What follows belongs to an exercise in optimizing a design on an open flow for small area, a short achievable clock period and few clock cycles per item; a production flow would make more cautious choices. Function was checked by simulation only, so behaviour that the tests miss may differ from the original. Power is estimated from default activity; no workload was simulated.

==> flow/design.v <==
module page_table_translate_lru_fifo_core #(
	parameter int MAX_ENTRIES = 16,
	parameter int ADDR_BITS   = 16
) (
	input  logic        clk,
	input  logic        arst_n,
	input  logic        push,
	output logic        full,
	input  logic [15:0] virtual_address,
	output logic        empty,
	input  logic        pop,
	output logic        fault,
	output logic [3:0]  frame,
	output logic [19:0] physical_address,
	input  logic        cfg_valid,
	output logic        cfg_ready,
	input  logic [1:0]  cfg_index,
	input  logic [15:0] cfg_data
);
	logic [15:0] ps_q;    
	logic [4:0]  n_q;     
	logic        pol_q;   
	logic [17:0] ps3_q;   
	assign cfg_ready = 1'b1;
	always_ff @(posedge clk or negedge arst_n) begin
		if (!arst_n) begin
			ps_q  <= 16'd256;
			n_q   <= 5'd16;
			pol_q <= 1'b0;
		end else if (cfg_valid) begin
			case (cfg_index)
				2'd0: ps_q <= (cfg_data == 16'd0) ? 16'd1 : cfg_data;
				2'd1: n_q <= (cfg_data[4:0] == 5'd0) ? 5'd1 :
				             (cfg_data[4] && (cfg_data[3:0] != 4'd0)) ? 5'd16 : cfg_data[4:0];
				2'd2: pol_q <= cfg_data[0];
				default: begin
				end
			endcase
		end
	end
	always_ff @(posedge clk) begin
		ps3_q <= {2'b00, ps_q} + {1'b0, ps_q, 1'b0};
	end
	logic [16:0] ps2;
	assign ps2 = {ps_q, 1'b0};
	logic adv;       
	logic hv_q, kv_q;
	assign adv   = !kv_q;
	assign full  = kv_q;
	assign empty = !hv_q;
	localparam logic [8:1] REGM = 8'b1111_1110;
	logic [15:0] xi [1:8], xs [1:8], xr [1:8];
	logic [15:0] qi [1:8], qs [1:8], qr [1:8];
	logic        vi [1:8], vr [1:8];
	genvar k;
	generate
		for (k = 1; k <= 8; k++) begin : g_div
			localparam int J = 16 - 2 * k;  
			localparam int W = 2 * k;       
			logic [W-1:0] t;
			logic [W:0]   d1, d2, d3;
			logic         c1, c2, c3;
			logic         z1, z2, z3;
			logic [W-1:0] nt;
			logic [1:0]   qb;
			logic [W-1:0] p3;   
			if (k == 1) begin : g_in
				assign xi[k] = virtual_address;
				assign qi[k] = 16'd0;
				assign vi[k] = push;
			end else if (REGM[k-1]) begin : g_reg
				assign xi[k] = xr[k-1];
				assign qi[k] = qr[k-1];
				assign vi[k] = vr[k-1];
			end else begin : g_comb
				assign xi[k] = xs[k-1];
				assign qi[k] = qs[k-1];
				assign vi[k] = vi[k-1];
			end
			assign t  = xi[k][15:J];
			assign z1 = (W >= 16) ? 1'b1 : (ps_q  >> W) == 16'd0;
			assign z2 = (ps2 >> W) == 17'd0;
			if (k <= 2) begin : g_z3
				assign p3 = ps_q[W-1:0] + {ps_q[W-2:0], 1'b0};
				assign z3 = (ps_q <= 16'(((1 << W) - 1) / 3));
			end else begin : g_z3r
				assign z3 = (ps3_q >> W) == 18'd0;
				assign p3 = ps3_q[W-1:0];
			end
			assign d1 = {1'b0, t} - {1'b0, ps_q[W-1:0]};
			assign d2 = {1'b0, t} - {1'b0, ps2[W-1:0]};
			assign d3 = {1'b0, t} - {1'b0, p3};
			assign c1 = z1 && !d1[W];
			assign c2 = z2 && !d2[W];
			assign c3 = z3 && !d3[W];
			assign qb = c3 ? 2'd3 : c2 ? 2'd2 : c1 ? 2'd1 : 2'd0;
			assign nt = c3 ? d3[W-1:0] : c2 ? d2[W-1:0] : c1 ? d1[W-1:0] : t;
			if (J > 0) begin : g_lo
				assign xs[k] = {nt, xi[k][J-1:0]};
			end else begin : g_last
				assign xs[k] = nt;
			end
			assign qs[k] = qi[k] | (16'(qb) << J);
			if (REGM[k]) begin : g_ff
				always_ff @(posedge clk or negedge arst_n) begin
					if (!arst_n) begin
						vr[k] <= 1'b0;
					end else if (adv) begin
						vr[k] <= vi[k];
					end
				end
				always_ff @(posedge clk) begin
					if (adv) begin
						xr[k] <= xs[k];
						qr[k] <= qs[k];
					end
				end
			end
		end
	endgenerate
	logic [15:0] e_pg [16];
	logic [3:0]  e_fr [16];
	logic [4:0]  vc_q;      
	logic [15:0] vm_q;      
	logic        ft_q;      
	logic [15:0] pre_d;
	logic        prv_d;
	logic [15:0] pre_q;
	logic        prv_q;
	logic [15:0] ush_q;     
	logic [15:0] uwt_q;     
	logic [15:0] pg_t;
	assign pg_t = qr[8];
	genvar j;
	generate
		for (j = 0; j < 16; j++) begin : g_pre
			assign pre_d[j] = (e_pg[j] == qs[8]);
		end
	endgenerate
	assign prv_d = (pg_t == qs[8]);
	logic        tp;        
	logic [15:0] eq, ge, first, top, inst, sh, wt;
	logic        hit, lru_hit, evict, install, rot;
	logic [3:0]  hf, nf;
	assign tp = adv && vr[8];
	always_comb begin
		for (int i = 0; i < 16; i++) begin
			if (ush_q[i]) eq[i] = pre_q[(i + 1) % 16];
			else if (uwt_q[i]) eq[i] = prv_q;
			else eq[i] = pre_q[i];
		end
		eq = eq & vm_q;
		ge[0] = eq[0];
		for (int i = 1; i < 16; i++) ge[i] = ge[i-1] | eq[i];
		first[0] = eq[0];
		for (int i = 1; i < 16; i++) first[i] = eq[i] & !ge[i-1];
		for (int i = 0; i < 15; i++) top[i] = vm_q[i] & !vm_q[i+1];
		top[15] = vm_q[15];
		inst[0] = !vm_q[0];
		for (int i = 1; i < 16; i++) inst[i] = vm_q[i-1] & !vm_q[i];
		hit     = ge[15];
		lru_hit = hit && !pol_q;
		evict   = !hit && ft_q;
		install = !hit && !ft_q;
		rot     = lru_hit || evict;
		for (int i = 0; i < 15; i++) sh[i] = tp && vm_q[i+1] && (evict || (lru_hit && ge[i]));
		sh[15] = 1'b0;
		for (int i = 0; i < 16; i++) wt[i] = tp && ((rot && top[i]) || (install && inst[i]));
		hf = 4'd0;
		for (int i = 0; i < 16; i++) hf = hf | (first[i] ? e_fr[i] : 4'd0);
		nf = install ? vc_q[3:0] : (hit ? hf : e_fr[0]);
	end
	always_ff @(posedge clk) begin
		for (int i = 0; i < 16; i++) begin
			if (sh[i]) begin
				e_pg[i] <= e_pg[(i + 1) % 16];
				e_fr[i] <= e_fr[(i + 1) % 16];
			end else if (wt[i]) begin
				e_pg[i] <= pg_t;
				e_fr[i] <= nf;
			end
		end
	end
	logic [4:0]  vc_inc;
	logic [15:0] vm_same, vm_inc;
	assign vc_inc = vc_q + 5'd1;
	always_comb begin
		for (int i = 0; i < 16; i++) begin
			vm_same[i] = (5'(i) < vc_q)   && (5'(i) < n_q);
			vm_inc[i]  = (5'(i) < vc_inc) && (5'(i) < n_q);
		end
	end
	always_ff @(posedge clk or negedge arst_n) begin
		if (!arst_n) begin
			vc_q <= 5'd0;
			vm_q <= 16'd0;
			ft_q <= 1'b0;
		end else if (tp && install) begin
			vc_q <= vc_inc;
			vm_q <= vm_inc;
			ft_q <= (vc_inc >= n_q);
		end else begin
			vm_q <= vm_same;
			ft_q <= (vc_q >= n_q);
		end
	end
	logic        r_v_q, r_fault_q;
	logic [3:0]  r_frame_q;
	logic [15:0] r_off_q;
	always_ff @(posedge clk or negedge arst_n) begin
		if (!arst_n) begin
			r_v_q <= 1'b0;
		end else if (adv) begin
			r_v_q <= vr[8];
		end
	end
	always_ff @(posedge clk) begin
		if (adv) begin
			pre_q     <= pre_d;
			prv_q     <= prv_d;
			ush_q     <= sh;
			uwt_q     <= wt;
			r_fault_q <= !hit;
			r_frame_q <= nf;
			r_off_q   <= xr[8];
		end
	end
	logic [19:0] phys_d;
	logic [17:0] m_lo, m_hi;
	always_comb begin
		case (r_frame_q[1:0])
			2'd0: m_lo = 18'd0;
			2'd1: m_lo = {2'b00, ps_q};
			2'd2: m_lo = {1'b0, ps2};
			default: m_lo = ps3_q;
		endcase
		case (r_frame_q[3:2])
			2'd0: m_hi = 18'd0;
			2'd1: m_hi = {2'b00, ps_q};
			2'd2: m_hi = {1'b0, ps2};
			default: m_hi = ps3_q;
		endcase
	end
	assign phys_d = r_fault_q ? 20'd0 : ({4'd0, r_off_q} + {2'd0, m_lo} + {m_hi, 2'b00});
	logic        h_fault_q, k_fault_q;
	logic [3:0]  h_frame_q, k_frame_q;
	logic [19:0] h_phys_q, k_phys_q;
	logic        rpush, hpop;
	assign rpush = adv && r_v_q;
	assign hpop  = pop && hv_q;
	always_ff @(posedge clk or negedge arst_n) begin
		if (!arst_n) begin
			hv_q <= 1'b0;
			kv_q <= 1'b0;
		end else begin
			if (hpop) begin
				hv_q <= kv_q || rpush;
				kv_q <= 1'b0;
			end else if (rpush) begin
				hv_q <= 1'b1;
				kv_q <= hv_q;
			end
		end
	end
	always_ff @(posedge clk) begin
		if (hpop && kv_q) begin
			h_fault_q <= k_fault_q;
			h_frame_q <= k_frame_q;
			h_phys_q  <= k_phys_q;
		end else if (rpush && (hpop || !hv_q)) begin
			h_fault_q <= r_fault_q;
			h_frame_q <= r_frame_q;
			h_phys_q  <= phys_d;
		end
		if (rpush && hv_q && !hpop) begin
			k_fault_q <= r_fault_q;
			k_frame_q <= r_frame_q;
			k_phys_q  <= phys_d;
		end
	end
	assign fault            = h_fault_q;
	assign frame            = h_frame_q;
	assign physical_address = h_phys_q;
endmodule
export LEC_CHECK = 0
export ABC_CLOCK_PERIOD_IN_PS = 4000
export CAP_MARGIN = 20
export CORE_MARGIN = 2
export CORE_UTILIZATION = 55
export SETUP_SLACK_MARGIN = 2.7
export SLEW_MARGIN = 20
export TNS_END_PERCENT = 5
create_clock -name core_clock -period 6.5 [get_ports {clk}]
run.sh (not shown) runs the stock make flow with config.mk's settings and CLKGATE_MAP_FILE= SYNTH_SCRIPT=/design/flow/synth_recipe.tcl, a recipe that flattens the netlist after the stock synthesis.
Testbench counts at the start, summed over its fixed seeds: cycles 8,211, items 7,251.
==> next run, changes <==
--- a/flow/design.v
+++ b/flow/design.v
@@ -49,5 +49,5 @@
 	assign full  = kv_q;
 	assign empty = !hv_q;
-	localparam logic [8:1] REGM = 8'b1111_1110;
+	localparam logic [8:1] REGM = 8'b1111_1100;
 	logic [15:0] xi [1:8], xs [1:8], xr [1:8];
 	logic [15:0] qi [1:8], qs [1:8], qr [1:8];
@@ -81,5 +81,5 @@
 			assign z1 = (W >= 16) ? 1'b1 : (ps_q  >> W) == 16'd0;
 			assign z2 = (ps2 >> W) == 17'd0;
-			if (k <= 2) begin : g_z3
+			if (k <= 3) begin : g_z3
 				assign p3 = ps_q[W-1:0] + {ps_q[W-2:0], 1'b0};
 				assign z3 = (ps_q <= 16'(((1 << W) - 1) / 3));
Cell area went down slightly; hold slack got worse by 18 ps; synthesized area went down slightly; setup slack got worse by 1200 ps; clock skew went down by 5.7 ps; synthesized cell count went up slightly; sequential share of layout area went down by 1.0 points; non-clock buffer count went up by 60; cell count went up by a few percent; core utilization went up by 0.87 points; critical path depth went up by 8; total power went down slightly.
Testbench counts after the change, summed over its fixed seeds: cycles 8,131, items 7,251.

separate check: timing with driven ports:
The flow's constraints put no driver on any port. The routed layouts listed below were extracted and timed again, unchanged, in two steps. Step 1 (the two cells are an assumption about what drives the block):
set clk [get_ports {clk}]
set_driving_cell -lib_cell sky130_fd_sc_hd__clkbuf_16 $clk
set_driving_cell -lib_cell sky130_fd_sc_hd__buf_2 [delete_from_list [all_inputs] $clk]
Step 2 also shifts input and output timing later by t, the mid clock arrival at the registers, as if the neighbouring blocks saw the same clock. Three values: ideal, step 1, step 2; two values: the first two.
| run | t, ns | setup WS [ns] | hold slack, ns | latest minus earliest clock arrival (ns) | worst register clock-pin slew, ns |
|---|---|---|---|---|---|
| the first run | 0.696 | 2.563 / 2.563 / 1.994 | 0.413 / 0.413 / 0.413 | 0.039 / 0.038 | 0.07 / 0.07 |
| the second run | 0.694 | 1.339 / 1.351 / 0.657 | 0.395 / 0.395 / 0.395 | 0.035 / 0.035 | 0.06 / 0.06 |
After both steps setup and hold are still met in every run listed. The setup slack of the second run, which loses most, moves by +0.012 ns with the drivers and by -0.682 ns with both steps.
